This is an optimization exercise on Yosys and OpenROAD, whose aim is small area, a short achievable clock period and few clock cycles per item, not a production implementation.
The RTL was checked by simulation tests, not by an equivalence proof against the original design.
Power and IR drop assume default switching activity.

<file path="flow/run.sh">
#!/bin/bash
# synth_recipe.tcl (not shown) runs the flow's synth.tcl, then flattens the netlist and writes it again
# the make line also repeats each setting of config.mk as NAME=value (left out here)
make -C /OpenROAD-flow-scripts/flow DESIGN_CONFIG=/design/flow/config.mk WORK_HOME=/design/flow/orfs CLKGATE_MAP_FILE= SYNTH_SCRIPT=/design/flow/synth_recipe.tcl finish
</file>
<file path="flow/config.mk">
export PLATFORM = sky130hd
export DESIGN_NAME = chacha20_keystream_sequencer
export DESIGN_NICKNAME = chacha20_keystream_sequencer
export VERILOG_FILES = /design/flow/design.v
export SDC_FILE = /design/flow/constraint.sdc
export NUM_CORES = 4
export LEC_CHECK = 0
export ABC_CLOCK_PERIOD_IN_PS = 2500
export CAP_MARGIN = 20
export CORE_AREA = 70 70 450 450
export DIE_AREA = 0 0 520 520
export SETUP_SLACK_MARGIN = 3.5
export SLEW_MARGIN = 20
</file>
<file path="flow/constraint.sdc">
create_clock -name core_clock -period 6.0 [get_ports {clock}]
set_input_delay 1.2000 -clock core_clock [delete_from_list [all_inputs] [get_ports {clock}]]
set_output_delay 1.2000 -clock core_clock [all_outputs]
set_load 0.01 [all_outputs]
</file>
<file path="flow/design.v">
module chacha20_keystream_sequencer #(
    parameter int WORDS_PER_BLOCK = 16
) (
    input  logic         clock,
    input  logic         clear,
    input  logic [255:0] key,
    input  logic [95:0]  nonce,
    input  logic [31:0]  initial_counter,
    input  logic         load,
    input  logic         enable,
    output logic         core_start,
    output logic [511:0] core_round_input,
    input  logic         core_finished,
    input  logic [511:0] core_round_output,
    output logic         ks_valid,
    input  logic         ks_ready,
    output logic [31:0]  ks_data,
    output logic [31:0]  block_counter,
    output logic         busy,
    output logic         error
);
    localparam logic [127:0] SIGMA = 128'h6b206574_79622d32_3320646e_61707865;
    logic [255:0] r_key;
    logic [95:0]  r_nonce;
    logic [31:0]  r_ectr;       
    logic [31:0]  r_ctr;        
    logic         r_loaded;
    logic         r_error;
    logic         r_busy;
    logic         r_start;      
    logic         r_run;        
    logic         r_want;       
    logic         r_bufv;       
    logic [31:0]  r_raw [2:WORDS_PER_BLOCK-1];
    logic [31:0]  r_opa;        
    logic [31:0]  r_opb;        
    logic [4:0]   r_k;          
    logic         r_outv;       
    logic [31:0]  r_data;       
    logic w_wrap, w_take_load, w_cap, w_window, w_adv, w_xfer, w_end, w_idle_n;
    logic w_busy_n, w_run_n, w_want_n, w_bufv_n, w_start_n;
    logic [4:0]  w_k1;
    logic [31:0] w_raw_next, w_state_next;
    assign w_wrap      = (r_ctr == 32'hFFFF_FFFF);
    assign w_take_load = !r_busy && load;
    assign w_window    = r_run && r_want && !r_bufv;
    assign w_cap       = w_window && core_finished;
    assign w_xfer      = r_outv && ks_ready;
    assign w_adv       = r_bufv && !r_k[4] && (!r_outv || ks_ready);
    assign w_end       = w_xfer && r_k[4];
    always_comb begin
        if (r_busy) w_busy_n = !(w_end && (w_wrap || !enable));
        else        w_busy_n = enable && (r_loaded || load) && !r_error;
    end
    assign w_idle_n = r_busy && !w_busy_n;
    assign w_run_n   = r_start || (r_run && !core_finished);
    assign w_want_n  = !w_idle_n && (r_start || (r_want && !(r_run && core_finished)));
    assign w_bufv_n  = w_cap || (r_bufv && !w_end);
    assign w_start_n = w_busy_n && !w_run_n && !w_want_n &&
                       (!w_bufv_n || (enable && !w_wrap));
    always_ff @(posedge clock or posedge clear) begin
        if (clear) begin
            r_busy   <= 1'b0;
            r_error  <= 1'b0;
            r_loaded <= 1'b0;
            r_ctr    <= '0;
            r_start  <= 1'b0;
            r_run    <= 1'b0;
            r_want   <= 1'b0;
            r_bufv   <= 1'b0;
            r_outv   <= 1'b0;
        end else begin
            r_busy  <= w_busy_n;
            r_start <= w_start_n;
            r_run   <= w_run_n;
            r_want  <= w_want_n;
            r_bufv  <= w_bufv_n;
            if (w_take_load) begin
                r_loaded <= 1'b1;
                r_ctr    <= initial_counter;
            end else if (w_end && !w_wrap) begin
                r_ctr    <= r_ectr;
            end
            if (w_end && w_wrap) r_error <= 1'b1;
            if (w_cap || w_adv)  r_outv <= 1'b1;
            else if (w_xfer)     r_outv <= 1'b0;
        end
    end
    assign w_k1 = r_k + 5'd1;
    always_comb begin
        w_raw_next = r_raw[2];
        for (int i = 2; i < WORDS_PER_BLOCK; i++)
            if (w_k1[3:0] == 4'(i)) w_raw_next = r_raw[i];
    end
    always_comb begin
        case (w_k1[3:0])
            4'd2:  w_state_next = SIGMA[95:64];
            4'd3:  w_state_next = SIGMA[127:96];
            4'd12: w_state_next = r_ctr;
            4'd13: w_state_next = r_nonce[31:0];
            4'd14: w_state_next = r_nonce[63:32];
            4'd15: w_state_next = r_nonce[95:64];
            default: w_state_next = r_key[32*(w_k1[3:0]-4) +: 32];
        endcase
    end
    always_ff @(posedge clock) begin
        if (w_take_load) begin
            r_key   <= key;
            r_nonce <= nonce;
            r_ectr  <= initial_counter;
        end else if (w_cap) begin
            r_ectr  <= r_ctr + 32'd1;
        end
        if (w_window)
            for (int i = 2; i < WORDS_PER_BLOCK; i++) r_raw[i] <= core_round_output[32*i +: 32];
        if (w_cap) begin
            r_data <= core_round_output[31:0] + SIGMA[31:0];
            r_opa  <= core_round_output[63:32];
            r_opb  <= SIGMA[63:32];
            r_k    <= 5'd1;
        end else if (w_adv) begin
            r_data <= r_opa + r_opb;
            r_opa  <= w_raw_next;
            r_opb  <= w_state_next;
            r_k    <= w_k1;
        end
    end
    assign core_start       = r_start;
    assign core_round_input = {r_nonce, r_ectr, r_key, SIGMA};
    assign ks_valid         = r_outv;
    assign ks_data          = r_data;
    assign block_counter    = r_ctr;
    assign busy             = r_busy;
    assign error            = r_error;
endmodule
</file>
==> results of run 1 <==
-- stage by stage --
stage / setup TNS (ps) / power (W) / instance area, µm² / utilization, % / hold slack (ps)
finish: 0 / 0.03556 / 68570 / 47.79 / 488.8
global route: 0 / 0.03678 / 68460 / 47.72 / 494.7
CTS: 0 / 0.03379 / 65980 / 45.98 / 480.8
detailed placement: 0 / 0.02271 / 55970 / 39.01 / 467.9
global placement: 0 / 0.02263 / 55970 / 39.01 / 450.4
floorplan: -897720 / 0.01632 / 41330 / - / 429.1
-- synth_stat cells (all sizes together), types with 12 or more instances --
| cell type | count |
|---|---|
| inv | 20 |
| dfxtp | 37 |
| o21ai | 113 |
| o221ai | 33 |
| dfrtp | 40 |
| buf | 158 |
| nand2 | 244 |
| a22oi | 53 |
| xnor2 | 40 |
| clkbuf | 133 |
| a31oi | 37 |
| nand3 | 66 |
| a211o | 31 |
| edfxtp | 896 |
| a311oi | 35 |
| mux4 | 64 |
| ha | 42 |
| xor2 | 39 |
| o22ai | 41 |
| nand4 | 12 |
| a21o | 12 |
| nor2 | 176 |
| nor3 | 17 |
| a221o | 33 |
| a21oi | 228 |
| and3 | 38 |
| a211oi | 40 |
-- cell type report --
class                      instances  area (µm²)  area share [%]
tap                             1903        2381           3.473
antenna                          144       360.3          0.5255
timing repair buffer            1909       19760           28.81
inverter                          23       128.9          0.1880
clock buffer                     135        2888           4.212
multi-input combinational       1672       13520           19.71
clock inverter                    74       840.8           1.226
sequential                       973       28700           41.85
-- cells by family (layout without fill, tap and decap cells) --
family,after synthesis,count (layout)
buffers and inverters,315,2141
adder cells (fa/ha/maj),43,43
XOR/XNOR,79,79
other,2,272
AND/OR/NAND/NOR,603,626
flip-flops,973,973
AO/OA/AOI/OAI,725,726
multiplexers,70,70
-- cell usage in the layout, fill, tap and decap left out, drive strengths merged, types with 31 or more instances in the layout --
| master | count |
|---|---|
| xnor2 | 40 |
| buf | 996 |
| nor2 | 177 |
| a22oi | 53 |
| a311oi | 35 |
| dfrtp | 40 |
| xor2 | 39 |
| conb | 128 |
| a31oi | 37 |
| clkbuf | 143 |
| diode | 144 |
| dfxtp | 37 |
| clkinv | 51 |
| edfxtp | 896 |
| nand3 | 66 |
| o21ai | 114 |
| a211oi | 40 |
| o22ai | 41 |
| clkdlybuf4s50 | 898 |
| mux4 | 64 |
| and3 | 38 |
| a221o | 33 |
| a21oi | 228 |
| nand2 | 255 |
| o221ai | 33 |
| a211o | 31 |
| ha | 42 |
-- repair_timing --
item / 4_1_cts / 5_1_grt
endpoints found under the hold margin: 0 / 0
pin swaps: 193 / 140
gates cloned: 37 / 9
setup buffers: 382 / 113
setup endpoints to repair: 684 / 720
gates resized for setup: 3415 / 250
-- flip-flops by register name, indices dropped and copies added (netlist names), 32 cells and up --
signal and flops:
r_nonce 96, r_opa 32, r_raw 448, r_ctr 32
r_ectr 32, r_data 32, r_key 256, r_opb 32
-- report_power, final --
part	internal, W	total (W)	switching, W
combinational	0.00777	0.0179	0.0101
sequential	0.00939	0.0106	0.00123
clock	0.00398	0.00707	0.00308
total	0.0211	0.0356	0.0144
-- worst paths after layout --
path,startpoint,end,slack [ps],cells after the start
min in group asynchronous,clear,r_ctr[0],960,3
setup reg to reg,r_opa[0],r_data[18],3010,14
setup / recovery,r_opa[0],r_data[18],3010,14
hold reg to reg,r_loaded,r_loaded,490,1
hold / removal,r_loaded,r_loaded,490,1
max in group asynchronous,clear,r_busy,4490,3
-- per-layer routing --
layer,up-vias,part of all wire (%)
met5,-,0.65
met4,374,3.8
met3,1084,17
met2,3065,45
met1,18360,33
li1,14700,-
==> notes.md, run 1 <==
### Detailed routing
- violation count after the first detailed-routing iteration: 4935
- detail-routed net length per standard cell: 54.03 µm
- via count: 37580
- Antenna Nets Post-Route: 0
- DR vias/cell: 5.499
- number of detailed-routing iterations run before antenna repair: 5
- drt drc: 0
- wirelength, routed: 369200 µm

### Floorplanning
- total I/O pin count: 1482
- placeable core area: 143500 µm²
- Die Wd: 520 µm
- Die Outline Area: 270400 µm²
- Site Rows: 139
- effective utilization at floorplan: 28.34%
- die extent in y: 520 µm

### Global routing
- GRT Overall Usage: 23.86%
- largest net degree at the start of global routing: 167
- met2 layer usage reported by global route: 36.75%
- global-route wire length before repair: 440800 µm
- peak-usage layer in the global routing report: met2
- GRT met3 Usage: 18.33%
- GR Layer Usage met1: 23.67%
- number of antenna violations at the first check in global routing: 504
- aggregate global routing overflow: 0
- via count of the first global-routing pass: 34730

### Place
- HPWL after DPL: 300700 µm
- Post-Place Cells: 5939
- final RePlAce weighted congestion: 0.9525
- pre-CTS worst setup slack: 1784 ps
- Port Buffers: 1353

### Logic synthesis
- share of cell area taken by muxes after synthesis: 3.693%
- Avg Synthesized Cell Area: 14.47 µm²
- cell types with the largest area share after synthesis: sky130_fd_sc_hd__edfxtp_1, sky130_fd_sc_hd__mux4_2, sky130_fd_sc_hd__a21oi_1
- combinational family with the most area after synthesis: compound AO/OA/AOI/OAI gates
- number of instances in the synthesized netlist: 2810
- share of the synthesized area in compound gates (AO/OA/AOI/OAI): 11.87%
- netlist area before placement: 40660 µm²
- Post-Synth Simple-Gate Area: 6.592%
- Ys Warns: 2
- XOR/XNOR share of the synthesized area: 1.702%
- sequential element share of the synthesized area: 70.46%
- most frequently used flop master after synthesis: sky130_fd_sc_hd__edfxtp_1
- Yosys top cell area share: 66.18%
- Post-Synth Adder-Cell Area: 1.342%
- number of synthesized register bits: 973
- post-synthesis async set-or-reset flop share: 4.111%
- cell taking the most area after synthesis: sky130_fd_sc_hd__edfxtp_1
- synth unique cells: 81
- number of flops mapped to enable cells by yosys: 896

### Clock tree
- insertion delay of the later-clocked pin in the worst-skew pair: 780 ps
- TritonCTS Sinks: 973
- H-Tree Depth: 3
- Root Buffer Master: sky130_fd_sc_hd__clkbuf_16
- CTS buffer count: 111
- clock-pin transition on the worst setup and hold timing paths: 60 ps
- worst-case clock buffer depth: 3
- CTS Hold Buffers Added: 0
- TritonCTS clock tree: built

### Power and ir drop
- total power per unit cell area: 518.7 nW/µm²
- peak supply drop: 281.1 µV
- leakage power figure: 25.11 nW

### Critical path
- required arrival time at the worst endpoint: 6530 ps
- signal arrival time at the worst endpoint: 3520 ps
- Worst setup EP type: register
- worst-path cell chain: ha_2 -> inv_2 -> fa_2 -> nor2b_2 -> o31a_1 -> o21ai_4 -> o31ai_4 -> buf_6 -> buf_4 -> buf_6 -> a21boi_2 -> o21ai_1 -> nor2_1 -> o31ai_1
- buffer and inverter count on the worst path: 4
- Critical Path Max Stage Delay: 490 ps
- critical path's top delay family: compound AO/OA/AOI/OAI gates
- critical path startpoint category: register
- CP Max Fanout: 3
- Critical Setup Path Class: reg2reg
- cell seen most often among critical-path stages: sky130_fd_sc_hd__buf_6
- critical path's slowest cell: sky130_fd_sc_hd__edfxtp_1

### Timing
- RSZ-0062 raised after global routing: yes
- crit path setup slack, layout: 3012 ps
- clk_skew: 70.05 ps
- final count of pins violating max slew: 0
- final critical-path share of the clock period: 49.80%
- Hold Fails Final Rpt: 0
- actual slew at the worst max-slew pin: 1143 ps
- endpoints failing setup: 0
- Achievable Freq: 334.7 MHz
- minimum clock period: 2988 ps
- Max-slew headroom: 23.79%

### Layout
- Area growth syn-to-layout: 68.65%
- final non-filler cell total: 6833
- final-layout fill cell count: 12570
- # nets final: 5635
- fraction of layout instances using a drive strength above 1: 35.31%

### Hold path
- type of the worst min-delay path: reg2reg

### Outcome
- result of the run: timing/DRC/antenna clean

### Run
- MaxCap Viol Count: 0

Testbench counts, summed over its fixed seeds: cycles 5,037, items 3,216.
==> inputs of run 2 (changes only) <==
--- a/flow/config.mk
+++ b/flow/config.mk
@@ -5,9 +5,9 @@
 export SDC_FILE = /design/flow/constraint.sdc
 export NUM_CORES = 4
 export LEC_CHECK = 0
-export ABC_CLOCK_PERIOD_IN_PS = 2500
+export ABC_CLOCK_PERIOD_IN_PS = 2000
 export CAP_MARGIN = 20
 export CORE_AREA = 70 70 450 450
 export DIE_AREA = 0 0 520 520
-export SETUP_SLACK_MARGIN = 3.5
+export SETUP_SLACK_MARGIN = 3.9
 export SLEW_MARGIN = 20
==> run 2 against run 1 <==
Die area stayed put. Synthesized area stayed put. Clock-buffer cell count is 2 higher. Critical endpoint is now r_data[28]. Sequential cell count stayed put. Largest cell class unchanged.
==> notes.md, run 2 <==
### Outcome
- result of the run: timing/DRC/antenna clean

### Critical path
- critical path startpoint category: register
- CP Max Fanout: 5
- Critical Setup Path Class: reg2reg
- worst-path cell chain: ha_4 -> a21oi_2 -> o21ai_0 -> a221o_1 -> and3_1 -> a21oi_4 -> a311oi_2 -> or3_1 -> a31o_1
- signal arrival time at the worst endpoint: 3490 ps
- Worst setup EP type: register
- Critical Path Max Stage Delay: 580 ps
- required arrival time at the worst endpoint: 6480 ps
- critical path's slowest cell: sky130_fd_sc_hd__edfxtp_1

### Logic synthesis
- number of synthesized register bits: 973
- number of instances in the synthesized netlist: 2810
- post-synthesis async set-or-reset flop share: 4.111%
- count leader, synth: sky130_fd_sc_hd__edfxtp_1
- cell types with the largest area share after synthesis: sky130_fd_sc_hd__edfxtp_1, sky130_fd_sc_hd__mux4_2, sky130_fd_sc_hd__a21oi_1
- cell taking the most area after synthesis: sky130_fd_sc_hd__edfxtp_1
- leading post-synthesis cells by instance count: sky130_fd_sc_hd__edfxtp_1, sky130_fd_sc_hd__nand2_1, sky130_fd_sc_hd__a21oi_1
- synth unique cells: 81
- sequential element share of the synthesized area: 70.46%
- number of flops mapped to enable cells by yosys: 896
- Ys Warns: 2
- most frequently used flop master after synthesis: sky130_fd_sc_hd__edfxtp_1
- Avg Synthesized Cell Area: 14.47 µm²
- netlist area before placement: 40660 µm²
- Yosys top cell area share: 66.18%

### Hold path
- type of the worst min-delay path: reg2reg

### Floorplanning
- die extent in y: 520 µm
- Die Outline Area: 270400 µm²
- Die Wd: 520 µm
- placeable core area: 143500 µm²
- Site Rows: 139
- total I/O pin count: 1482
- effective utilization at floorplan: 28.34%

### Power and ir drop
- Switching Fraction: 40.56%
- peak supply drop: 299.5 µV
- part of the total power dissipated in combinational logic: 49.8%
- total power: 0.03553 W
- switching power total: 0.01441 W
- part of the power in the clock network: 20.3%
- leakage power figure: 25.56 nW
- sequential group share of total power: 29.9%
- total power per unit cell area: 511.4 nW/µm²
- total internal power: 0.02112 W

### Detailed routing
- wirelength, routed: 375400 µm
- WL met3: 59250 µm
- Antenna Nets Post-Route: 0
- met1 layer wirelength in the final routing: 126500 µm
- drt drc: 0
- number of detailed-routing iterations run before antenna repair: 6
- highest routed layer: met5
- violation count after the first detailed-routing iteration: 5338
- via count: 38130
- Routed met2 length: 170500 µm
- DR vias/cell: 5.559
- detail-routed net length per standard cell: 54.73 µm

### Clock tree
- insertion delay of the later-clocked pin in the worst-skew pair: 780 ps
- worst-case clock buffer depth: 3
- TritonCTS clock tree: built
- H-Tree Depth: 3
- TritonCTS Sinks: 973
- CTS Hold Buffers Added: 0
- Root Buffer Master: sky130_fd_sc_hd__clkbuf_16
- CTS buffer count: 113
- clock-pin transition on the worst setup and hold timing paths: 60 ps

### Layout
- max reg flops: 448
- register with the most flip-flops: r_raw
- most used cells in the layout excluding fill and tap cells: sky130_fd_sc_hd__edfxtp_1, sky130_fd_sc_hd__clkdlybuf4s50_1, sky130_fd_sc_hd__buf_6
- largest registers ranked by flip-flop count: r_raw x448, r_key x256, r_nonce x96
- Area growth syn-to-layout: 70.86%
- final-layout fill cell count: 12390
- most common library cell in the layout ignoring fill and taps: sky130_fd_sc_hd__edfxtp_1
- fraction of layout instances using a drive strength above 1: 37.05%
- register area: 28690 µm²
- area of combinational cells with multiple inputs: 13680 µm²
- # nets final: 5664

### Timing
- actual slew at the worst max-slew pin: 736.2 ps
- minimum clock period: 3008 ps
- clk_skew: 67.09 ps
- final critical-path share of the clock period: 50.13%
- final count of pins violating max slew: 0
- Max-slew headroom: 50.89%
- summed negative setup slack over all endpoints: 0 ps
- Achievable Freq: 332.4 MHz
- endpoints failing setup: 0
- Hold Fails Final Rpt: 0
- RSZ-0062 raised after global routing: yes

### Place
- Port Buffers: 1353
- final RePlAce weighted congestion: 0.9359
- HPWL after DPL: 298200 µm

### Global routing
- GRT Overall Usage: 24.33%
- global-route wire length before repair: 449900 µm
- via count of the first global-routing pass: 35380
- number of antenna violations at the first check in global routing: 512
- largest net degree at the start of global routing: 107
- aggregate global routing overflow: 0

### Run
- MaxCap Viol Count: 0

-- run 2: cell counts after synthesis --
No cell type changed its count.
-- run 2: repair_timing --
| action | in CTS | in global routing |
|---|---|---|
| endpoints found under the setup margin | 1404 | 786 |
| setup buffers | 383 | 123 |
| gates resized for setup | 3539 | 245 |
| gates cloned | 61 | 5 |
| endpoints found under the hold margin | 0 | 0 |
| pin swaps | 224 | 184 |
-- run 2: stage by stage --
| step | setup WS, ps | utilization [%] | hold WS (ps) | cell area, µm² | instances |
|---|---|---|---|---|---|
| after global routing | 2810 | 48.34 | 517.3 | 69370 | 6819 |
| after detailed placement | 1449 | 38.99 | 453.0 | 55950 | 5935 |
| after CTS | 2934 | 46.68 | 472.6 | 66970 | 6590 |
| final | 2992 | 48.41 | 475.8 | 69470 | 6859 |
| after global placement | 1396 | 38.99 | 451.4 | 55940 | 5935 |
| after floorplan | -2721 | - | 429.1 | 41370 | 2936 |
-- run 2: per-layer routing --
metal / global-route usage [%] / up-vias
li1: - / 14740
met1: 24.35 / 18700
met2: 37.83 / 3160
met3: 17.25 / 1143
met4: 10.79 / 394
met5: 0 / -
-- run 2: layout make-up --
class,count,share of cell area (%)
inverter,23,0.2071
antenna,141,0.5079
multi-input combinational,1671,19.69
clock buffer,137,4.289
timing repair buffer,1932,29.23
sequential,973,41.30
clock inverter,74,1.218
timing repair inverter,5,0.1297
tap,1903,3.428
-- run 2: worst paths after layout --
path | from | end | slack, ps | depth (start not counted)
setup reg to reg | r_opa[15] | r_data[28] | 2990 | 9
max in group asynchronous | clear | r_busy | 4520 | 3
hold / removal | r_loaded | r_loaded | 480 | 1
setup / recovery | r_opa[15] | r_data[28] | 2990 | 9
min in group asynchronous | clear | r_ctr[0] | 940 | 3
hold reg to reg | r_loaded | r_loaded | 480 | 1
-- run 2: power by group through the flow --
stage	Sequential [W]	Combinational (W)	Clock (W)
final	0.0106	0.0177	0.00721
after global routing	0.0107	0.0185	0.00751
after CTS	0.0106	0.0165	0.00726
after detailed placement	0.0108	0.0119	0
after global placement	0.0108	0.0119	0
after floorplan	0.0104	0.00596	0
-- run 2: cells by family after synthesis --
group | synth area share, %
AND/OR/NAND/NOR | 6.592
XOR/XNOR | 1.702
flip-flops | 70.46
other | 0.01847
multiplexers | 3.693
AO/OA/AOI/OAI | 11.87
adder cells (fa/ha/maj) | 1.342
buffers and inverters | 4.324
-- run 2: worst max-delay path, delay by kind of cell, from the launching register on --
family / cells / cell delay [ps]
flops: 1 / 580
fa+ha+maj: 1 / 350
compound gates: 6 / 1250
simple gates: 2 / 550
==> inputs of run 3 (changes only) <==
==> flow/flow/run.sh (new file) <==
#!/bin/bash
# Standard ORFS layout, except that the port buffers are the smallest plain buffer
# (sky130_fd_sc_hd__buf_1) instead of the flow's default pick; timing repair resizes them
# where needed. Each tool's output goes to its own log in this folder.
set -euo pipefail
bash standard.sh BUFFER_PORTS_ARGS="-buffer_cell sky130_fd_sc_hd__buf_1" finish > make_layout.log 2>&1
cp orfs/logs/sky130hd/chacha20_keystream_sequencer/base/*.log . 2>/dev/null || true
==> flow/standard.sh (new file) <==
#!/bin/bash
# synth_recipe.tcl (not shown) runs the flow's synth.tcl, then flattens the netlist and writes it again
# the make line also repeats each setting of config.mk as NAME=value (left out here)
make -C /OpenROAD-flow-scripts/flow DESIGN_CONFIG=/design/flow/config.mk WORK_HOME=/design/flow/orfs CLKGATE_MAP_FILE= SYNTH_SCRIPT=/design/flow/synth_recipe.tcl "${@:-finish}"
--- a/flow/config.mk
+++ b/flow/config.mk
@@ -5,9 +5,9 @@
 export SDC_FILE = /design/flow/constraint.sdc
 export NUM_CORES = 4
 export LEC_CHECK = 0
-export ABC_CLOCK_PERIOD_IN_PS = 2000
 export CAP_MARGIN = 20
 export CORE_AREA = 70 70 450 450
 export DIE_AREA = 0 0 520 520
-export SETUP_SLACK_MARGIN = 3.9
+export SETUP_SLACK_MARGIN = 3.1
 export SLEW_MARGIN = 20
+export TNS_END_PERCENT = 10
removed: flow/run.sh
==> run 3 against run 2 <==
Clock-buffer cell count fell by 6. Total power fell by 18%. Fmax fell by 4.1%. Critical path depth rose by 3. Sequential power barely moved. Via count fell by 7.5%. Non-clock buffer count fell by 508. First-iteration DRC count fell by 7.3%. Combinational power fell by 34%. Register-to-register slack got worse by 130 ps. Critical endpoint is now r_data[18]. Highest routed layer unchanged.
==> notes.md, run 3 <==
### Global routing
- via count of the first global-routing pass: 32600
- aggregate global routing overflow: 0
- GRT Overall Usage: 22.21%
- largest net degree at the start of global routing: 172
- number of antenna violations at the first check in global routing: 515
- global-route wire length before repair: 411400 µm

### Logic synthesis
- sequential element share of the synthesized area: 70.46%
- Avg Synthesized Cell Area: 14.47 µm²
- post-synthesis async set-or-reset flop share: 4.111%
- cell taking the most area after synthesis: sky130_fd_sc_hd__edfxtp_1
- leading post-synthesis cells by instance count: sky130_fd_sc_hd__edfxtp_1, sky130_fd_sc_hd__nand2_1, sky130_fd_sc_hd__a21oi_1
- synth unique cells: 81
- count leader, synth: sky130_fd_sc_hd__edfxtp_1
- most frequently used flop master after synthesis: sky130_fd_sc_hd__edfxtp_1
- cell types with the largest area share after synthesis: sky130_fd_sc_hd__edfxtp_1, sky130_fd_sc_hd__mux4_2, sky130_fd_sc_hd__a21oi_1
- Yosys top cell area share: 66.18%
- number of synthesized register bits: 973
- Ys Warns: 2
- number of instances in the synthesized netlist: 2810
- netlist area before placement: 40660 µm²
- number of flops mapped to enable cells by yosys: 896

### Critical path
- Critical Setup Path Class: reg2reg
- Worst setup EP type: register
- required arrival time at the worst endpoint: 6490 ps
- CP Max Fanout: 6
- signal arrival time at the worst endpoint: 3630 ps
- critical path startpoint category: register

### Timing
- Hold Fails Final Rpt: 0
- minimum clock period: 3137 ps
- final critical-path share of the clock period: 52.29%
- final count of pins violating max slew: 0
- clk_skew: 30.27 ps
- Min Hold Slack: 471.5 ps
- Max-slew headroom: 24.77%
- Achievable Freq: 318.8 MHz
- RSZ-0062 raised after global routing: yes
- actual slew at the worst max-slew pin: 1128 ps
- endpoints failing setup: 0
- summed negative setup slack over all endpoints: 0 ps

### Layout
- Area growth syn-to-layout: 29.03%
- largest registers ranked by flip-flop count: r_raw x448, r_key x256, r_nonce x96
- most used cells in the layout excluding fill and tap cells: sky130_fd_sc_hd__buf_1, sky130_fd_sc_hd__edfxtp_1, sky130_fd_sc_hd__nand2_1
- # nets final: 5136
- fraction of layout instances using a drive strength above 1: 9.568%
- register with the most flip-flops: r_raw
- most common library cell in the layout ignoring fill and taps: sky130_fd_sc_hd__buf_1
- max reg flops: 448
- final core utilization: 36.56%
- post-route cell area: 52460 µm²

### Outcome
- result of the run: timing/DRC/antenna clean

### Power and ir drop
- part of the power in the clock network: 23.8%
- switching power total: 0.01204 W
- peak supply drop: 342.5 µV
- part of the total power dissipated in combinational logic: 39.8%
- total internal power: 0.01723 W
- Switching Fraction: 41.14%
- leakage power figure: 17.26 nW
- total power per unit cell area: 557.9 nW/µm²
- sequential group share of total power: 36.4%

### Detailed routing
- wirelength, routed: 341100 µm
- violation count after the first detailed-routing iteration: 4950
- number of detailed-routing iterations run before antenna repair: 6
- via count: 35260
- drt drc: 0
- DR vias/cell: 5.570
- Antenna Nets Post-Route: 0
- detail-routed net length per standard cell: 53.87 µm

### Floorplanning
- Site Rows: 139
- effective utilization at floorplan: 28.34%
- die extent in y: 520 µm
- Die Outline Area: 270400 µm²
- Die Wd: 520 µm
- placeable core area: 143500 µm²
- total I/O pin count: 1482

### Run
- MaxCap Viol Count: 0

### Place
- final RePlAce weighted congestion: 0.9737
- HPWL after DPL: 291300 µm
- Port Buffers: 1353
- area of placed instances: 47400 µm²

### Clock tree
- TritonCTS clock tree: built
- CTS Hold Buffers Added: 0
- H-Tree Depth: 3
- clock-pin transition on the worst setup and hold timing paths: 70 ps
- Root Buffer Master: sky130_fd_sc_hd__clkbuf_16
- insertion delay of the later-clocked pin in the worst-skew pair: 730 ps
- worst-case clock buffer depth: 3
- CTS buffer count: 110
- TritonCTS Sinks: 973

### Hold path
- type of the worst min-delay path: reg2reg

-- run 3: layout make-up --
class                           count  area [µm²]
Fill cell                       14240       91020
Antenna cell                      143       357.8
Clock buffer                      131        2863
Clock inverter                     75       807.0
Multi-Input combinational cell   1659       11470
Inverter                           23       105.1
Sequential cell                   973       28650
Timing Repair Buffer             1424        5826
Tap cell                         1903        2381
-- run 3: per-layer routing --
layer	GRT usage, %	part of all wire, %
met1	21.60	32
met2	34.54	45
met3	18.19	18
met4	7.730	3.4
met5	0	0.73
-- run 3: cell families after synthesis --
| group | share of synthesized area (%) |
|---|---|
| adders and majority gates | 1.342 |
| DFF | 70.46 |
| other | 0.01847 |
| xor gates and xnor gates | 1.702 |
| muxes | 3.693 |
| buffers and inverters | 4.324 |
| and+or+nand+nor | 6.592 |
| AOI/OAI and AO/OA | 11.87 |
-- run 3: worst paths after layout --
check / start / to / slack [ps] / cells after the start
hold reg to reg: r_loaded / r_loaded / 470 / 1
setup / recovery: r_opa[0] / r_data[18] / 2860 / 12
hold / removal: r_loaded / r_loaded / 470 / 1
max in group asynchronous: clear / r_ctr[20] / 4920 / 3
setup reg to reg: r_opa[0] / r_data[18] / 2860 / 12
min in group asynchronous: clear / r_ctr[7] / 630 / 3
-- run 3: worst max-delay path: stages (launching register included) --
cell	delay, ps
sky130_fd_sc_hd__edfxtp_1	510
sky130_fd_sc_hd__ha_1	280
sky130_fd_sc_hd__inv_1	70
sky130_fd_sc_hd__fa_1	410
sky130_fd_sc_hd__nor2b_1	180
sky130_fd_sc_hd__o31a_1	250
sky130_fd_sc_hd__o21ai_4	90
sky130_fd_sc_hd__o31ai_4	170
sky130_fd_sc_hd__buf_4	200
sky130_fd_sc_hd__a21boi_0	140
sky130_fd_sc_hd__o21ai_1	170
sky130_fd_sc_hd__nor2_1	60
sky130_fd_sc_hd__o31ai_1	360
-- run 3: stage by stage --
step                      std cells  power (W)  setup slack [ps]
after floorplan                2936    0.01635             -2721
after global placement         5940    0.02126              1932
after detailed placement       5940    0.02138              1789
after CTS                      6177    0.02905              2913
after global routing           6266    0.03054              2787
final                          6331    0.02927              2863
-- run 3: power by group through the flow --
| stage | Clock (W) | Sequential (W) | Combinational, W |
|---|---|---|---|
| 6_report | 0.00697 | 0.0107 | 0.0116 |
| 3_5_place_dp | 0 | 0.0108 | 0.0106 |
| 2_1_floorplan | 0 | 0.0105 | 0.00587 |
| 4_1_cts | 0.00707 | 0.0107 | 0.0113 |
| 5_1_grt | 0.00727 | 0.0108 | 0.0125 |
| 3_3_place_gp | 0 | 0.0108 | 0.0105 |
-- run 3: what timing repair did --
| item | CTS | global route |
|---|---|---|
| resized for setup | 79 | 43 |
| gates cloned | 13 | 0 |
| pin swaps | 10 | 12 |
| setup buffers | 18 | 11 |
| endpoints found under the setup margin | 277 | 338 |
==> inputs of run 4 (changes only) <==
--- a/flow/design.v
+++ b/flow/design.v
@@ -32,22 +32,22 @@
     logic         r_want;       
     logic         r_bufv;       
     logic [31:0]  r_raw [2:WORDS_PER_BLOCK-1];
-    logic [31:0]  r_opa;        
-    logic [31:0]  r_opb;        
-    logic [4:0]   r_k;          
+    logic [31:0]  r_p;          
+    logic [31:0]  r_g;          
+    logic [15:2]  r_sel;        
+    logic         r_pv;         
     logic         r_outv;       
     logic [31:0]  r_data;       
     logic w_wrap, w_take_load, w_cap, w_window, w_adv, w_xfer, w_end, w_idle_n;
     logic w_busy_n, w_run_n, w_want_n, w_bufv_n, w_start_n;
-    logic [4:0]  w_k1;
     logic [31:0] w_raw_next, w_state_next;
     assign w_wrap      = (r_ctr == 32'hFFFF_FFFF);
     assign w_take_load = !r_busy && load;
     assign w_window    = r_run && r_want && !r_bufv;
     assign w_cap       = w_window && core_finished;
     assign w_xfer      = r_outv && ks_ready;
-    assign w_adv       = r_bufv && !r_k[4] && (!r_outv || ks_ready);
-    assign w_end       = w_xfer && r_k[4];
+    assign w_adv       = r_bufv && r_pv && (!r_outv || ks_ready);
+    assign w_end       = w_xfer && !r_pv;
     always_comb begin
         if (r_busy) w_busy_n = !(w_end && (w_wrap || !enable));
         else        w_busy_n = enable && (r_loaded || load) && !r_error;
@@ -69,6 +69,7 @@
             r_want   <= 1'b0;
             r_bufv   <= 1'b0;
             r_outv   <= 1'b0;
+            r_pv     <= 1'b0;
         end else begin
             r_busy  <= w_busy_n;
             r_start <= w_start_n;
@@ -82,26 +83,38 @@
                 r_ctr    <= r_ectr;
             end
             if (w_end && w_wrap) r_error <= 1'b1;
+            if (w_cap)           r_pv <= 1'b1;
+            else if (w_adv)      r_pv <= |r_sel;
             if (w_cap || w_adv)  r_outv <= 1'b1;
             else if (w_xfer)     r_outv <= 1'b0;
         end
     end
-    assign w_k1 = r_k + 5'd1;
+    function automatic logic [31:0] pg_sum(input logic [31:0] p, input logic [31:0] g);
+        logic [31:0] gg, pp;
+        int j;
+        gg = g;
+        pp = p;
+        for (int s = 0; s < 5; s++) begin
+            for (int i = 0; i < 32; i++) begin
+                if ((i >> s) & 1) begin
+                    j = ((i >> s) << s) - 1;
+                    gg[i] = gg[i] | (pp[i] & gg[j]);
+                    pp[i] = pp[i] & pp[j];
+                end
+            end
+        end
+        pg_sum = p ^ {gg[30:0], 1'b0};
+    endfunction
     always_comb begin
-        w_raw_next = r_raw[2];
+        w_raw_next = '0;
         for (int i = 2; i < WORDS_PER_BLOCK; i++)
-            if (w_k1[3:0] == 4'(i)) w_raw_next = r_raw[i];
-    end
-    always_comb begin
-        case (w_k1[3:0])
-            4'd2:  w_state_next = SIGMA[95:64];
-            4'd3:  w_state_next = SIGMA[127:96];
-            4'd12: w_state_next = r_ctr;
-            4'd13: w_state_next = r_nonce[31:0];
-            4'd14: w_state_next = r_nonce[63:32];
-            4'd15: w_state_next = r_nonce[95:64];
-            default: w_state_next = r_key[32*(w_k1[3:0]-4) +: 32];
-        endcase
+            w_raw_next = w_raw_next | ({32{r_sel[i]}} & r_raw[i]);
+        w_state_next = ({32{r_sel[2]}} & SIGMA[95:64]) | ({32{r_sel[3]}} & SIGMA[127:96]) |
+                       ({32{r_sel[12]}} & r_ctr);
+        for (int i = 4; i < 12; i++)
+            w_state_next = w_state_next | ({32{r_sel[i]}} & r_key[32*(i-4) +: 32]);
+        for (int i = 13; i < 16; i++)
+            w_state_next = w_state_next | ({32{r_sel[i]}} & r_nonce[32*(i-13) +: 32]);
     end
     always_ff @(posedge clock) begin
         if (w_take_load) begin
@@ -115,14 +128,14 @@
             for (int i = 2; i < WORDS_PER_BLOCK; i++) r_raw[i] <= core_round_output[32*i +: 32];
         if (w_cap) begin
             r_data <= core_round_output[31:0] + SIGMA[31:0];
-            r_opa  <= core_round_output[63:32];
-            r_opb  <= SIGMA[63:32];
-            r_k    <= 5'd1;
+            r_p    <= core_round_output[63:32] ^ SIGMA[63:32];
+            r_g    <= core_round_output[63:32] & SIGMA[63:32];
+            r_sel  <= 14'd1;
         end else if (w_adv) begin
-            r_data <= r_opa + r_opb;
-            r_opa  <= w_raw_next;
-            r_opb  <= w_state_next;
-            r_k    <= w_k1;
+            r_data <= pg_sum(r_p, r_g);
+            r_p    <= w_raw_next ^ w_state_next;
+            r_g    <= w_raw_next & w_state_next;
+            r_sel  <= {r_sel[14:2], 1'b0};
         end
     end
     assign core_start       = r_start;
--- a/flow/config.mk
+++ b/flow/config.mk
@@ -7,7 +7,8 @@
 export LEC_CHECK = 0
 export CAP_MARGIN = 20
 export CORE_AREA = 70 70 450 450
+export CTS_CLUSTER_DIAMETER = 60
+export CTS_CLUSTER_SIZE = 18
 export DIE_AREA = 0 0 520 520
-export SETUP_SLACK_MARGIN = 3.1
+export SETUP_SLACK_MARGIN = 3.25
 export SLEW_MARGIN = 20
-export TNS_END_PERCENT = 10
==> run 4 against run 3 <==
Register-to-register slack improved by 350 ps. Sequential power decreased by 25%. Highest routed layer unchanged. Synthesized cell count decreased by 11%. Routed wire length increased by 7.6%. Sequential cell count increased by 9. Via count decreased by 4.8%. Still clean. Design area decreased by 0.43%. Clock power about the same. Non-clock buffer count increased by 79. Critical path depth decreased by 8. Die area unchanged. Total power decreased by 44%.
==> notes.md, run 4 <==
### Floorplanning
- die extent in y: 520 µm
- total I/O pin count: 1482
- placeable core area: 143500 µm²
- Die Wd: 520 µm
- effective utilization at floorplan: 27.04%
- Site Rows: 139
- Die Outline Area: 270400 µm²

### Timing
- clk_skew: 94.65 ps
- actual slew at the worst max-slew pin: 997.6 ps
- Min Hold Slack: 470.3 ps
- minimum clock period: 2804 ps
- Max-slew headroom: 33.40%
- endpoints failing setup: 0
- RSZ-0062 raised after global routing: yes
- Hold Fails Final Rpt: 0
- final count of pins violating max slew: 0
- Achievable Freq: 356.6 MHz
- final critical-path share of the clock period: 46.74%

### Logic synthesis
- post-synthesis async set-or-reset flop share: 4.175%
- cell types with the largest area share after synthesis: sky130_fd_sc_hd__edfxtp_1, sky130_fd_sc_hd__a221oi_1, sky130_fd_sc_hd__a22o_1
- Avg Synthesized Cell Area: 15.57 µm²
- number of flops mapped to enable cells by yosys: 909
- Ys Warns: 2
- Yosys top cell area share: 70.36%
- cell taking the most area after synthesis: sky130_fd_sc_hd__edfxtp_1
- number of instances in the synthesized netlist: 2492
- sequential element share of the synthesized area: 74.66%
- synth unique cells: 63
- number of synthesized register bits: 982
- most frequently used flop master after synthesis: sky130_fd_sc_hd__edfxtp_1
- leading post-synthesis cells by instance count: sky130_fd_sc_hd__edfxtp_1, sky130_fd_sc_hd__nand2_1, sky130_fd_sc_hd__a22oi_1
- count leader, synth: sky130_fd_sc_hd__edfxtp_1
- netlist area before placement: 38790 µm²

### Critical path
- signal arrival time at the worst endpoint: 3090 ps
- CP Max Fanout: 134
- launch point of the critical path: load
- Critical Setup Path Class: in2reg
- Critical Path Max Stage Delay: 460 ps
- critical path startpoint category: input port
- worst-path cell chain: buf_1 -> nand2b_4 -> clkinv_16 -> buf_16
- Critical R2R Launch: r_sel[5]
- critical path's top delay family: buffers and inverters
- Worst setup EP type: register
- required arrival time at the worst endpoint: 6290 ps
- buffer and inverter count on the worst path: 3
- critical path's slowest cell: sky130_fd_sc_hd__nand2b_4

### Place
- final RePlAce weighted congestion: 0.9761
- Port Buffers: 1353
- area of placed instances: 45780 µm²
- HPWL after DPL: 312300 µm

### Global routing
- number of antenna violations at the first check in global routing: 565
- met2 layer usage reported by global route: 36.91%
- GR Layer Usage met1: 23.59%
- GRT Overall Usage: 23.95%
- GRT met3 Usage: 17.61%
- global-route wire length before repair: 433400 µm
- peak-usage layer in the global routing report: met2
- via count of the first global-routing pass: 30550
- aggregate global routing overflow: 0
- largest net degree at the start of global routing: 135

### Clock tree
- insertion delay of the later-clocked pin in the worst-skew pair: 750 ps
- Root Buffer Master: sky130_fd_sc_hd__clkbuf_16
- worst-case clock buffer depth: 3
- TritonCTS clock tree: built
- CTS buffer count: 100
- clock-pin transition on the worst setup and hold timing paths: 80 ps
- H-Tree Depth: 3
- TritonCTS Sinks: 982

### Hold path
- startpoint of the most critical hold path: r_loaded
- type of the worst min-delay path: reg2reg

### Layout
- register with the most flip-flops: r_raw
- fraction of layout instances using a drive strength above 1: 17.50%
- final-layout fill cell count: 14140
- # nets final: 4899
- largest registers ranked by flip-flop count: r_raw x448, r_key x256, r_nonce x96
- most used cells in the layout excluding fill and tap cells: sky130_fd_sc_hd__buf_1, sky130_fd_sc_hd__edfxtp_1, sky130_fd_sc_hd__nand2_1
- max reg flops: 448
- most common library cell in the layout ignoring fill and taps: sky130_fd_sc_hd__buf_1
- post-route cell area: 52230 µm²
- Area growth syn-to-layout: 34.65%
- final core utilization: 36.40%

### Detailed routing
- detail-routed net length per standard cell: 60.01 µm
- number of detailed-routing iterations run before antenna repair: 5
- Antenna Nets Post-Route: 0
- DR vias/cell: 5.490
- wirelength, routed: 367000 µm
- drt drc: 0
- violation count after the first detailed-routing iteration: 5065
- via count: 33570

### Outcome
- result of the run: timing/DRC/antenna clean

### Power and ir drop
- peak supply drop: 275.5 µV
- total power per unit cell area: 313.1 nW/µm²
- total power: 0.01636 W
- leakage power figure: 17.92 nW

### Run
- MaxCap Viol Count: 0

run 4: cell types whose count changed in the layout (fill, tap and decap cells not counted), sizes merged, moves of 41 or more:
cell,before,now
o22ai,41,0
a22o,9,133
buf,1421,1495
a21oi,228,73
a221oi,6,141
nor2,176,43
a22oi,53,147
mux4,64,0
run 4: final cells by class:
class / instances / area [µm²] / area share, %
diodes: 171 / 427.9 / 0.8192
clock buffers: 104 / 2539 / 4.860
clock inverters: 80 / 1120 / 2.144
inverters: 16 / 90.09 / 0.1725
multi-input cells: 1355 / 9605 / 18.39
flip-flops and latches: 982 / 29050 / 55.62
well taps: 1903 / 2381 / 4.558
repair buffers: 1503 / 7009 / 13.42
repair inverters: 1 / 7.507 / 0.01437
run 4: stage by stage:
stage | setup TNS [ps] | instances | worst slack (ps)
finish | 0 | 6115 | 3196
CTS | 0 | 5921 | 3165
floorplan | -955240 | 2618 | -3307
global route | 0 | 6060 | 3110
global placement | 0 | 5659 | 1878
detailed placement | 0 | 5662 | 1831
run 4: per-layer routing:
layer | up-vias | part of all wire [%]
met5 | - | 0.65
met4 | 374 | 5.2
met3 | 1127 | 16
met2 | 2936 | 45
met1 | 16260 | 33
li1 | 12870 | -
run 4: timing repair:
action                                  CTS  global route
setup buffers                            70            23
pin swaps                                22            34
hold buffers                              0             0
endpoints found under the setup margin  887           225
resized for setup                       371            56
cloned                                    5             0
run 4: path summary, 6_finish.rpt:
| check | endpoint | slack (ps) | cells after the start |
|---|---|---|---|
| worst max-delay path | r_key[165] | 3200 | 4 |
| worst min-delay path | r_loaded | 470 | 1 |
| worst max register to register | r_p[29] | 3210 | 6 |
| worst min register to register | r_loaded | 470 | 1 |
| max in group asynchronous | r_busy | 4540 | 2 |
| min in group asynchronous | r_ctr[26] | 680 | 2 |
run 4: power by group:
group / internal (W) / switching, W / leakage [nW]
combinational: 0.000357 / 0.000985 / 6.93
clock: 0.00368 / 0.00329 / 1.75
sequential: 0.00774 / 0.000312 / 9.23
run 4: worst reg2reg max path, delay by kind of cell (launching register included):
kind,cells,cell delay [ps]
DFF,1,500
buffers and inverters,1,340
AOI/OAI and AO/OA,2,760
adders and majority gates,1,420
and+or+nand+nor,2,490
run 4: kinds of logic after synthesis:
kind of cell	Yosys count	share of synthesized area (%)
DFF	982	74.66
AOI/OAI and AO/OA	664	12.99
and+or+nand+nor	443	5.190
buffers and inverters	281	4.054
xor gates and xnor gates	78	1.761
adders and majority gates	38	1.226
muxes	4	0.1032
other	2	0.01936
Testbench counts of run 4, summed over its fixed seeds: cycles 5,037, items 3,216.
==> inputs of run 5 (changes only) <==
--- a/flow/config.mk
+++ b/flow/config.mk
@@ -6,7 +6,7 @@
 export NUM_CORES = 4
 export LEC_CHECK = 0
 export CAP_MARGIN = 20
-export CORE_AREA = 70 70 450 450
+export CORE_AREA = 100 100 420 420
 export CTS_CLUSTER_DIAMETER = 60
 export CTS_CLUSTER_SIZE = 18
 export DIE_AREA = 0 0 520 520
==> run 5 against run 4 <==
Still clean on timing, DRC and antenna. Clock-buffer cell count is 2 higher. Hold slack worse by 6.5 ps. Clock power shrank 8.9%. Fmax fell by 1.6%. Utilization up 13 points. Worst setup slack worse by 45 ps. Critical path depth grew 4. Sequential power hardly changed. Highest routed layer unchanged. Register-to-register slack got worse by 60 ps. Design area shrank 3.1%. Critical path type is now reg2reg. Final cell count is 8.4% lower.
==> notes.md, run 5 <==
### Logic synthesis
- most frequently used flop master after synthesis: sky130_fd_sc_hd__edfxtp_1
- number of flops mapped to enable cells by yosys: 909
- Avg Synthesized Cell Area: 15.57 µm²
- synth unique cells: 63
- netlist area before placement: 38790 µm²
- leading post-synthesis cells by instance count: sky130_fd_sc_hd__edfxtp_1, sky130_fd_sc_hd__nand2_1, sky130_fd_sc_hd__a22oi_1
- Yosys top cell area share: 70.36%
- count leader, synth: sky130_fd_sc_hd__edfxtp_1
- Ys Warns: 2
- number of instances in the synthesized netlist: 2492
- post-synthesis async set-or-reset flop share: 4.175%
- cell taking the most area after synthesis: sky130_fd_sc_hd__edfxtp_1
- number of synthesized register bits: 982
- cell types with the largest area share after synthesis: sky130_fd_sc_hd__edfxtp_1, sky130_fd_sc_hd__a221oi_1, sky130_fd_sc_hd__a22o_1
- sequential element share of the synthesized area: 74.66%

### Critical path
- required arrival time at the worst endpoint: 6450 ps
- Critical Setup Path Class: reg2reg
- critical path startpoint category: register
- worst-path cell chain: buf_4 -> a22oi_1 -> nand3_1 -> a221oi_4 -> nand3_2 -> ha_1 -> nand2_1 -> nand2_1
- signal arrival time at the worst endpoint: 3300 ps
- Critical Path Max Stage Delay: 440 ps
- cell seen most often among critical-path stages: sky130_fd_sc_hd__nand2_1
- Worst setup EP type: register
- CP Max Fanout: 26
- critical path's slowest cell: sky130_fd_sc_hd__dfxtp_4

### Clock tree
- clock-pin transition on the worst setup and hold timing paths: 80 ps
- CTS Hold Buffers Added: 0
- H-Tree Depth: 3
- CTS buffer count: 94
- TritonCTS clock tree: built
- Root Buffer Master: sky130_fd_sc_hd__clkbuf_16
- TritonCTS Sinks: 982
- insertion delay of the later-clocked pin in the worst-skew pair: 710 ps
- worst-case clock buffer depth: 3

### Global routing
- global-route wire length before repair: 466100 µm
- number of antenna violations at the first check in global routing: 757
- largest net degree at the start of global routing: 155
- via count of the first global-routing pass: 29820
- GRT Overall Usage: 25.40%
- aggregate global routing overflow: 0

### Timing
- clk_skew: 36.06 ps
- final count of pins violating max slew: 0
- RSZ-0062 raised after global routing: yes
- Hold Fails Final Rpt: 0
- Max-slew headroom: 37.83%
- final critical-path share of the clock period: 47.48%
- actual slew at the worst max-slew pin: 932.5 ps
- Achievable Freq: 351.0 MHz
- minimum clock period: 2849 ps
- Min Hold Slack: 463.7 ps
- endpoints failing setup: 0

### Floorplanning
- placeable core area: 101700 µm²
- total I/O pin count: 1482
- die extent in y: 520 µm
- Die Wd: 520 µm
- Die Outline Area: 270400 µm²
- Site Rows: 117
- effective utilization at floorplan: 38.13%

### Layout
- most used cells in the layout excluding fill and tap cells: sky130_fd_sc_hd__buf_1, sky130_fd_sc_hd__edfxtp_1, sky130_fd_sc_hd__nand2_1
- max reg flops: 448
- final non-filler cell total: 5600
- final-layout fill cell count: 9159
- register with the most flip-flops: r_raw
- register area: 29040 µm²
- final core utilization: 49.73%
- # nets final: 4828
- area of combinational cells with multiple inputs: 9472 µm²
- fraction of layout instances using a drive strength above 1: 15.10%
- largest registers ranked by flip-flop count: r_raw x448, r_key x256, r_nonce x96
- most common library cell in the layout ignoring fill and taps: sky130_fd_sc_hd__buf_1
- Area growth syn-to-layout: 30.42%

### Place
- Post-Place Cells: 5119
- HPWL after DPL: 352900 µm
- Port Buffers: 1353
- final RePlAce weighted congestion: 1.010

### Detailed routing
- via count: 34430
- detail-routed net length per standard cell: 71.81 µm
- violation count after the first detailed-routing iteration: 5206
- DR vias/cell: 6.149
- drt drc: 0
- Antenna Nets Post-Route: 0
- number of detailed-routing iterations run before antenna repair: 8
- wirelength, routed: 402200 µm

### Hold path
- type of the worst min-delay path: reg2reg

### Power and ir drop
- total power: 0.01571 W
- peak supply drop: 297.5 µV
- leakage power figure: 17.33 nW
- total power per unit cell area: 310.6 nW/µm²

### Run
- MaxCap Viol Count: 0

### Outcome
- result of the run: timing/DRC/antenna clean

[run 5: cell types whose count changed in the layout (fill, tap and decap cells not counted), moves of 7 or more]
| cell | before | now |
|---|---|---|
| sky130_fd_sc_hd__diode_2 | 171 | 266 |
| sky130_fd_sc_hd__buf_2 | 173 | 158 |
| sky130_fd_sc_hd__buf_4 | 125 | 52 |
| sky130_fd_sc_hd__inv_12 | 10 | 0 |
| sky130_fd_sc_hd__buf_1 | 1156 | 1163 |
| sky130_fd_sc_hd__clkbuf_2 | 5 | 28 |
[run 5: path summary, 6_finish.rpt]
| path | start | to | slack (ps) | depth (start not counted) |
|---|---|---|---|---|
| setup / recovery | r_sel[11] | r_p[4] | 3150 | 8 |
| setup reg to reg | r_sel[11] | r_p[4] | 3150 | 8 |
| hold reg to reg | r_loaded | r_loaded | 460 | 1 |
| max in group asynchronous | clear | r_ctr[6] | 4900 | 3 |
| min in group asynchronous | clear | r_ctr[2] | 640 | 3 |
| hold / removal | r_loaded | r_loaded | 460 | 1 |
[run 5: layout make-up]
class	instances	area share, %
Timing Repair Buffer	1439	12.61
Antenna cell	266	1.316
Clock buffer	106	4.924
Clock inverter	68	1.486
Tap cell	1368	3.383
Multi-Input combinational cell	1355	18.72
Inverter	16	0.1583
Sequential cell	982	57.40
[run 5: power by group]
group | total [W] | internal [W] | switching, W
Combinational | 0.00134 | 0.000321 | 0.00102
Clock | 0.00634 | 0.00333 | 0.00301
Sequential | 0.00804 | 0.00774 | 0.000302
[run 5: through the flow]
step	TNS, ps	setup WS (ps)	area [µm²]
floorplan	-955240	-3307	39420
global placement	0	2217	45060
detailed placement	0	2195	45060
CTS	0	3003	49220
global route	0	3176	50330
finish	0	3151	50590
[run 5: logic make-up (layout without fill, tap and decap cells)]
| logic type | count (synthesis) | in the layout | synth area share (%) |
|---|---|---|---|
| and+or+nand+nor | 443 | 443 | 5.190 |
| xor gates and xnor gates | 78 | 78 | 1.761 |
| buffers and inverters | 281 | 1629 | 4.054 |
| other | 2 | 394 | 0.01936 |
| DFF | 982 | 982 | 74.66 |
| muxes | 4 | 4 | 0.1032 |
| AOI/OAI and AO/OA | 664 | 664 | 12.99 |
| adders and majority gates | 38 | 38 | 1.226 |
[run 5: metal layers]
layer	routed length [µm]	vias to the layer above	GRT usage (%)
met2	179500	3373	38.87
met3	76660	1537	23.73
li1	-	12840	-
met5	2538	-	1.048
met4	25100	380	14.48
met1	118400	16300	21.46
[run 5: timing repair]
action	4_1_cts	5_1_grt
setup endpoints to repair	840	560
gates cloned	0	2
setup buffers	14	25
pin swaps	9	28
gates resized for setup	283	84
[run 5: critical path, delay by kind of cell (launching register included)]
| family | cells | cell delay, ps |
|---|---|---|
| AOI/OAI and AO/OA | 2 | 720 |
| adders and majority gates | 1 | 370 |
| buffers and inverters | 1 | 350 |
| DFF | 1 | 440 |
| and+or+nand+nor | 4 | 680 |
==> inputs of run 6 (changes only) <==
--- a/flow/config.mk
+++ b/flow/config.mk
@@ -7,8 +7,6 @@
 export LEC_CHECK = 0
 export CAP_MARGIN = 20
 export CORE_AREA = 100 100 420 420
-export CTS_CLUSTER_DIAMETER = 60
-export CTS_CLUSTER_SIZE = 18
 export DIE_AREA = 0 0 520 520
 export SETUP_SLACK_MARGIN = 3.25
 export SLEW_MARGIN = 20
==> run 6 against run 5 <==
Clock-buffer cell count rose by 20. Global-route usage barely moved. Worst setup slack improved by 7.7 ps. Critical path type unchanged.
==> notes.md, run 6 <==
### Logic synthesis
- Yosys top cell area share: 70.36%
- Ys Warns: 2
- Avg Synthesized Cell Area: 15.57 µm²
- count leader, synth: sky130_fd_sc_hd__edfxtp_1
- cell types with the largest area share after synthesis: sky130_fd_sc_hd__edfxtp_1, sky130_fd_sc_hd__a221oi_1, sky130_fd_sc_hd__a22o_1
- post-synthesis async set-or-reset flop share: 4.175%
- number of instances in the synthesized netlist: 2492
- synth unique cells: 63
- leading post-synthesis cells by instance count: sky130_fd_sc_hd__edfxtp_1, sky130_fd_sc_hd__nand2_1, sky130_fd_sc_hd__a22oi_1
- sequential element share of the synthesized area: 74.66%
- number of synthesized register bits: 982
- most frequently used flop master after synthesis: sky130_fd_sc_hd__edfxtp_1
- cell taking the most area after synthesis: sky130_fd_sc_hd__edfxtp_1
- netlist area before placement: 38790 µm²
- number of flops mapped to enable cells by yosys: 909

### Layout
- # nets final: 4840
- final non-filler cell total: 5583
- max reg flops: 448
- fraction of layout instances using a drive strength above 1: 14.96%
- post-route cell area: 50810 µm²
- most common library cell in the layout ignoring fill and taps: sky130_fd_sc_hd__buf_1
- most used cells in the layout excluding fill and tap cells: sky130_fd_sc_hd__buf_1, sky130_fd_sc_hd__edfxtp_1, sky130_fd_sc_hd__nand2_1
- register with the most flip-flops: r_raw
- Area growth syn-to-layout: 30.96%
- largest registers ranked by flip-flop count: r_raw x448, r_key x256, r_nonce x96

### Timing
- endpoints failing setup: 0
- summed negative setup slack over all endpoints: 0 ps
- Hold Fails Final Rpt: 0
- final critical-path share of the clock period: 47.36%
- actual slew at the worst max-slew pin: 911.6 ps
- Max-slew headroom: 39.23%
- RSZ-0062 raised after global routing: yes
- minimum clock period: 2841 ps
- clk_skew: 32.01 ps
- final count of pins violating max slew: 0
- Achievable Freq: 351.9 MHz

### Critical path
- critical path startpoint category: register
- CP Max Fanout: 26
- signal arrival time at the worst endpoint: 3290 ps
- required arrival time at the worst endpoint: 6450 ps
- Critical Setup Path Class: reg2reg
- Worst setup EP type: register
- R2R cell count: 6

### Place
- HPWL after DPL: 352900 µm
- area of placed instances: 45060 µm²
- Port Buffers: 1353
- final RePlAce weighted congestion: 1.010
- Post-Place Cells: 5119

### Floorplanning
- total I/O pin count: 1482
- die extent in y: 520 µm
- Site Rows: 117
- Die Wd: 520 µm
- Die Outline Area: 270400 µm²
- placeable core area: 101700 µm²
- effective utilization at floorplan: 38.13%

### Power and ir drop
- part of the total power dissipated in combinational logic: 8.3%
- total internal power: 0.01195 W
- sequential group share of total power: 49.8%
- leakage power figure: 17.50 nW
- switching power total: 0.004206 W
- part of the power in the clock network: 41.9%
- peak supply drop: 255.9 µV
- total power per unit cell area: 318.0 nW/µm²
- Switching Fraction: 26.03%

### Detailed routing
- DR vias/cell: 6.150
- via count: 34340
- drt drc: 0
- detail-routed net length per standard cell: 72.08 µm
- Antenna Nets Post-Route: 0
- wirelength, routed: 402400 µm
- number of detailed-routing iterations run before antenna repair: 8
- violation count after the first detailed-routing iteration: 5140

### Global routing
- GRT Overall Usage: 25.44%
- aggregate global routing overflow: 0
- global-route wire length before repair: 466600 µm
- largest net degree at the start of global routing: 155
- via count of the first global-routing pass: 30010
- number of antenna violations at the first check in global routing: 752

### Clock tree
- worst-case clock buffer depth: 3
- TritonCTS clock tree: built
- clock-pin transition on the worst setup and hold timing paths: 60 ps
- H-Tree Depth: 3
- Root Buffer Master: sky130_fd_sc_hd__clkbuf_16
- CTS buffer count: 106
- TritonCTS Sinks: 982
- insertion delay of the later-clocked pin in the worst-skew pair: 710 ps

### Hold path
- type of the worst min-delay path: reg2reg
- hold path depth: 1

### Outcome
- result of the run: timing/DRC/antenna clean

### Run
- MaxCap Viol Count: 0

[run 6: power by group through the flow]
| stage | clock network (W) | registers [W] | logic, W |
|---|---|---|---|
| after floorplan | 0 | 0.00814 | 0.000254 |
| after CTS | 0.00682 | 0.00802 | 0.00130 |
| after detailed placement | 0 | 0.00816 | 0.00125 |
| after global routing | 0.00712 | 0.00804 | 0.00142 |
| after global placement | 0 | 0.00816 | 0.00124 |
| final | 0.00678 | 0.00804 | 0.00134 |
[run 6: worst max-delay path, cell delays in order (launching register included)]
cell and delay, ps:
sky130_fd_sc_hd__dfxtp_4 430, sky130_fd_sc_hd__buf_4 340, sky130_fd_sc_hd__a221oi_1 840, sky130_fd_sc_hd__nand3_2 360, sky130_fd_sc_hd__ha_1 400, sky130_fd_sc_hd__nand2_1 110, sky130_fd_sc_hd__nand2_1 70
[run 6: final timing paths]
kind,startpoint,end,slack [ps]
max,r_sel[11],r_p[19],3160
min,r_loaded,r_loaded,460
max reg2reg,r_sel[11],r_p[19],3160
min reg2reg,r_loaded,r_loaded,460
max in group asynchronous,clear,r_ctr[9],4890
min in group asynchronous,clear,r_loaded,630
[run 6: area by class of cell]
| type | instances | area, µm² |
|---|---|---|
| diodes | 224 | 560.5 |
| flip-flops and latches | 982 | 29040 |
| clock inverters | 73 | 740.7 |
| clock buffers | 126 | 2821 |
| fillers | 9174 | 50940 |
| repair buffers | 1439 | 6396 |
| multi-input cells | 1355 | 9452 |
| inverters | 16 | 80.08 |
| well taps | 1368 | 1712 |
[run 6: metal layers]
| metal | vias up | wire length [µm] | global-route usage [%] |
|---|---|---|---|
| met1 | 16140 | 116900 | 21.21 |
| li1 | 12820 | - | - |
| met3 | 1594 | 77870 | 24.20 |
| met5 | - | 2819 | 0 |
| met4 | 418 | 26850 | 14.77 |
| met2 | 3363 | 178000 | 38.97 |
[run 6: through the flow]
stage	setup slack [ps]	total power [W]	util, %	hold WS [ps]
floorplan	-3307	0.008390	-	425.2
detailed placement	2195	0.009409	44.28	444.3
global placement	2217	0.009401	44.28	447.7
finish	3159	0.01616	49.94	459.7
global route	3157	0.01657	49.75	489.4
CTS	3179	0.01614	48.85	461.6
[run 6: cell families (layout without fill, tap and decap cells)]
kind of cell    after synthesis  count (layout)  synth area share (%)
xor+xnor                     78              78                 1.761
buf+inv                     281            1654                 4.054
flops                       982             982                 74.66
fa+ha+maj                    38              38                 1.226
simple gates                443             443                 5.190
compound gates              664             664                 12.99
other cells                   2             352               0.01936
mux                           4               4                0.1032
[run 6: what timing repair did]
item / in CTS / in global routing
cloned: 0 / 4
pin swaps: 13 / 19
endpoints found under the setup margin: 837 / 518
buffers inserted: 18 / 19
gates resized for setup: 308 / 58
hold buffers: 0 / 0
==> inputs of run 7 (changes only) <==
--- a/flow/config.mk
+++ b/flow/config.mk
@@ -6,7 +6,7 @@
 export NUM_CORES = 4
 export LEC_CHECK = 0
 export CAP_MARGIN = 20
-export CORE_AREA = 100 100 420 420
+export CORE_AREA = 70 70 450 450
 export DIE_AREA = 0 0 520 520
 export SETUP_SLACK_MARGIN = 3.25
 export SLEW_MARGIN = 20
==> run 7 against run 6 <==
Still clean on timing, DRC and antenna. Die area unchanged. Total power rose by 0.93%. Via count shrank 1.0%. Non-clock buffer count increased by 89. Synthesized cell count is the same. Clock-buffer cell count grew 7. Design area rose by 3.5%. Routed wire length is 8.4% lower. Highest routed layer unchanged.
==> notes.md, run 7 <==
### Layout
- register with the most flip-flops: r_raw
- most common library cell in the layout ignoring fill and taps: sky130_fd_sc_hd__buf_1
- Area growth syn-to-layout: 35.52%
- final non-filler cell total: 6156
- fraction of layout instances using a drive strength above 1: 18.88%
- final-layout fill cell count: 14150
- # nets final: 4933
- largest registers ranked by flip-flop count: r_raw x448, r_key x256, r_nonce x96
- most used cells in the layout excluding fill and tap cells: sky130_fd_sc_hd__buf_1, sky130_fd_sc_hd__edfxtp_1, sky130_fd_sc_hd__nand2_1
- max reg flops: 448

### Critical path
- last element of the critical path: r_p[1]
- signal arrival time at the worst endpoint: 3280 ps
- launch point of the critical path: r_sel[11]
- Critical R2R Launch: r_sel[11]
- Critical Setup Path Class: reg2reg
- CP Max Fanout: 13
- R2R cell count: 9
- terminus of the critical flop-to-flop path: r_p[1]
- critical path startpoint category: register
- worst reg2reg setup slack: 3190 ps
- Worst setup EP type: register
- required arrival time at the worst endpoint: 6470 ps

### Timing
- endpoints failing setup: 0
- RSZ-0062 raised after global routing: yes
- clk_skew: 89.05 ps
- Max-slew headroom: 34.75%
- final count of pins violating max slew: 0
- Hold Fails Final Rpt: 0
- minimum clock period: 2810 ps
- Achievable Freq: 355.9 MHz
- crit path setup slack, layout: 3190 ps
- summed negative setup slack over all endpoints: 0 ps
- actual slew at the worst max-slew pin: 978.7 ps
- final critical-path share of the clock period: 46.84%

### Outcome
- result of the run: timing/DRC/antenna clean

### Detailed routing
- wirelength, routed: 368700 µm
- violation count after the first detailed-routing iteration: 5268
- drt drc: 0
- detail-routed net length per standard cell: 59.90 µm
- DR vias/cell: 5.522
- Antenna Nets Post-Route: 0
- number of detailed-routing iterations run before antenna repair: 6
- via count: 34000

### Logic synthesis
- number of synthesized register bits: 982
- synth unique cells: 63
- sequential element share of the synthesized area: 74.66%
- number of flops mapped to enable cells by yosys: 909
- netlist area before placement: 38790 µm²
- post-synthesis async set-or-reset flop share: 4.175%
- Avg Synthesized Cell Area: 15.57 µm²
- count leader, synth: sky130_fd_sc_hd__edfxtp_1
- most frequently used flop master after synthesis: sky130_fd_sc_hd__edfxtp_1
- leading post-synthesis cells by instance count: sky130_fd_sc_hd__edfxtp_1, sky130_fd_sc_hd__nand2_1, sky130_fd_sc_hd__a22oi_1
- cell taking the most area after synthesis: sky130_fd_sc_hd__edfxtp_1
- cell types with the largest area share after synthesis: sky130_fd_sc_hd__edfxtp_1, sky130_fd_sc_hd__a221oi_1, sky130_fd_sc_hd__a22o_1
- number of instances in the synthesized netlist: 2492
- Yosys top cell area share: 70.36%
- Ys Warns: 2

### Global routing
- number of antenna violations at the first check in global routing: 574
- via count of the first global-routing pass: 30810
- aggregate global routing overflow: 0
- GRT Overall Usage: 24.02%
- global-route wire length before repair: 434600 µm
- largest net degree at the start of global routing: 135

### Floorplanning
- Die Outline Area: 270400 µm²
- total I/O pin count: 1482
- die extent in y: 520 µm
- effective utilization at floorplan: 27.04%
- placeable core area: 143500 µm²
- Site Rows: 139
- Die Wd: 520 µm

### Clock tree
- Root Buffer Master: sky130_fd_sc_hd__clkbuf_16
- CTS buffer count: 109
- H-Tree Depth: 3
- clock-pin transition on the worst setup and hold timing paths: 70 ps
- TritonCTS Sinks: 982
- CTS Hold Buffers Added: 0
- TritonCTS clock tree: built
- worst-case clock buffer depth: 3
- insertion delay of the later-clocked pin in the worst-skew pair: 780 ps

### Power and ir drop
- peak supply drop: 258.2 µV
- leakage power figure: 18.22 nW
- total power per unit cell area: 310.2 nW/µm²

### Place
- pre-CTS worst setup slack: 1831 ps
- Port Buffers: 1353
- Post-Place Cells: 5662
- final RePlAce weighted congestion: 0.9761
- HPWL after DPL: 312300 µm

### Run
- MaxCap Viol Count: 0

### Hold path
- type of the worst min-delay path: in2async

==> run 7: cell counts after synthesis <==
No cell type changed its count.
==> run 7: layer usage <==
metal | part of all wire, % | track usage, %
met5 | 0.67 | 0
met4 | 5.1 | 11.29
met3 | 17 | 18.37
met2 | 45 | 37.05
met1 | 33 | 23.27
==> run 7: stage by stage <==
stage	utilization [%]	hold WS (ps)	cell area [µm²]	total power (W)
2_1_floorplan	-	425.2	39420	0.008390
3_3_place_gp	31.89	446.6	45760	0.009385
6_report	36.64	436.1	52570	0.01631
4_1_cts	36.06	463.9	51730	0.01634
3_5_place_dp	31.91	446.9	45780	0.009386
5_1_grt	36.53	443.2	52420	0.01668
==> run 7: final cells by class <==
class	count	area, µm²	share of cell area (%)
clock inverter	69	742.0	1.411
inverter	16	80.08	0.1523
timing repair inverter	1	7.507	0.01428
sequential	982	29060	55.27
tap	1903	2381	4.529
timing repair buffer	1528	7452	14.17
multi-input combinational	1355	9572	18.21
antenna	169	422.9	0.8044
clock buffer	133	2859	5.438
==> run 7: cell families (layout without fill, tap and decap cells) <==
| kind of cell | after synthesis | after routing | share of synthesized area [%] |
|---|---|---|---|
| AO/OA/AOI/OAI | 664 | 664 | 12.99 |
| buffers and inverters | 281 | 1747 | 4.054 |
| adder cells (fa/ha/maj) | 38 | 38 | 1.226 |
| other | 2 | 297 | 0.01936 |
| flip-flops | 982 | 982 | 74.66 |
| XOR/XNOR | 78 | 78 | 1.761 |
| multiplexers | 4 | 4 | 0.1032 |
| AND/OR/NAND/NOR | 443 | 443 | 5.190 |
==> run 7: worst min path at each step <==
stage / from / slack, ps / endpoint / depth (start not counted)
2_1_floorplan: r_loaded / 430 / r_loaded / 1
3_3_place_gp: r_loaded / 450 / r_loaded / 1
3_5_place_dp: r_loaded / 450 / r_loaded / 1
4_1_cts: r_loaded / 460 / r_loaded / 1
5_1_grt: clear / 440 / r_ctr[27] / 2
6_report: clear / 440 / r_ctr[24] / 2
==> run 7: timing repair <==
item | 4_1_cts | 5_1_grt
hold endpoints to repair | 0 | 0
gates resized for setup | 457 | 49
pin swaps | 27 | 28
cloned | 5 | 1
setup endpoints to repair | 936 | 228
buffers inserted | 104 | 12
==> run 7: critical path: stages, from the launching register on <==
cell	delay (ps)
sky130_fd_sc_hd__dfxtp_4	370
sky130_fd_sc_hd__buf_4	210
sky130_fd_sc_hd__buf_12	190
sky130_fd_sc_hd__a22oi_1	240
sky130_fd_sc_hd__nand2_1	110
sky130_fd_sc_hd__a221oi_2	350
sky130_fd_sc_hd__nand4_1	460
sky130_fd_sc_hd__ha_1	440
sky130_fd_sc_hd__nand2_1	50
sky130_fd_sc_hd__o21ai_0	80
==> run 7: power breakdown <==
part,internal [W],total (W),switching (W)
registers,0.00774,0.00804,0.000293
logic,0.000394,0.00141,0.00102
clock network,0.00378,0.00686,0.00308
total,0.0119,0.0163,0.00439

Check on run 7: ideal ports give 3.190 ns setup slack; a clkbuf_16 on the clock port and buf_2 on the inputs give 3.158 ns; moving port delays by the midpoint clock arrival (0.836 ns) as well gives 2.506 ns.
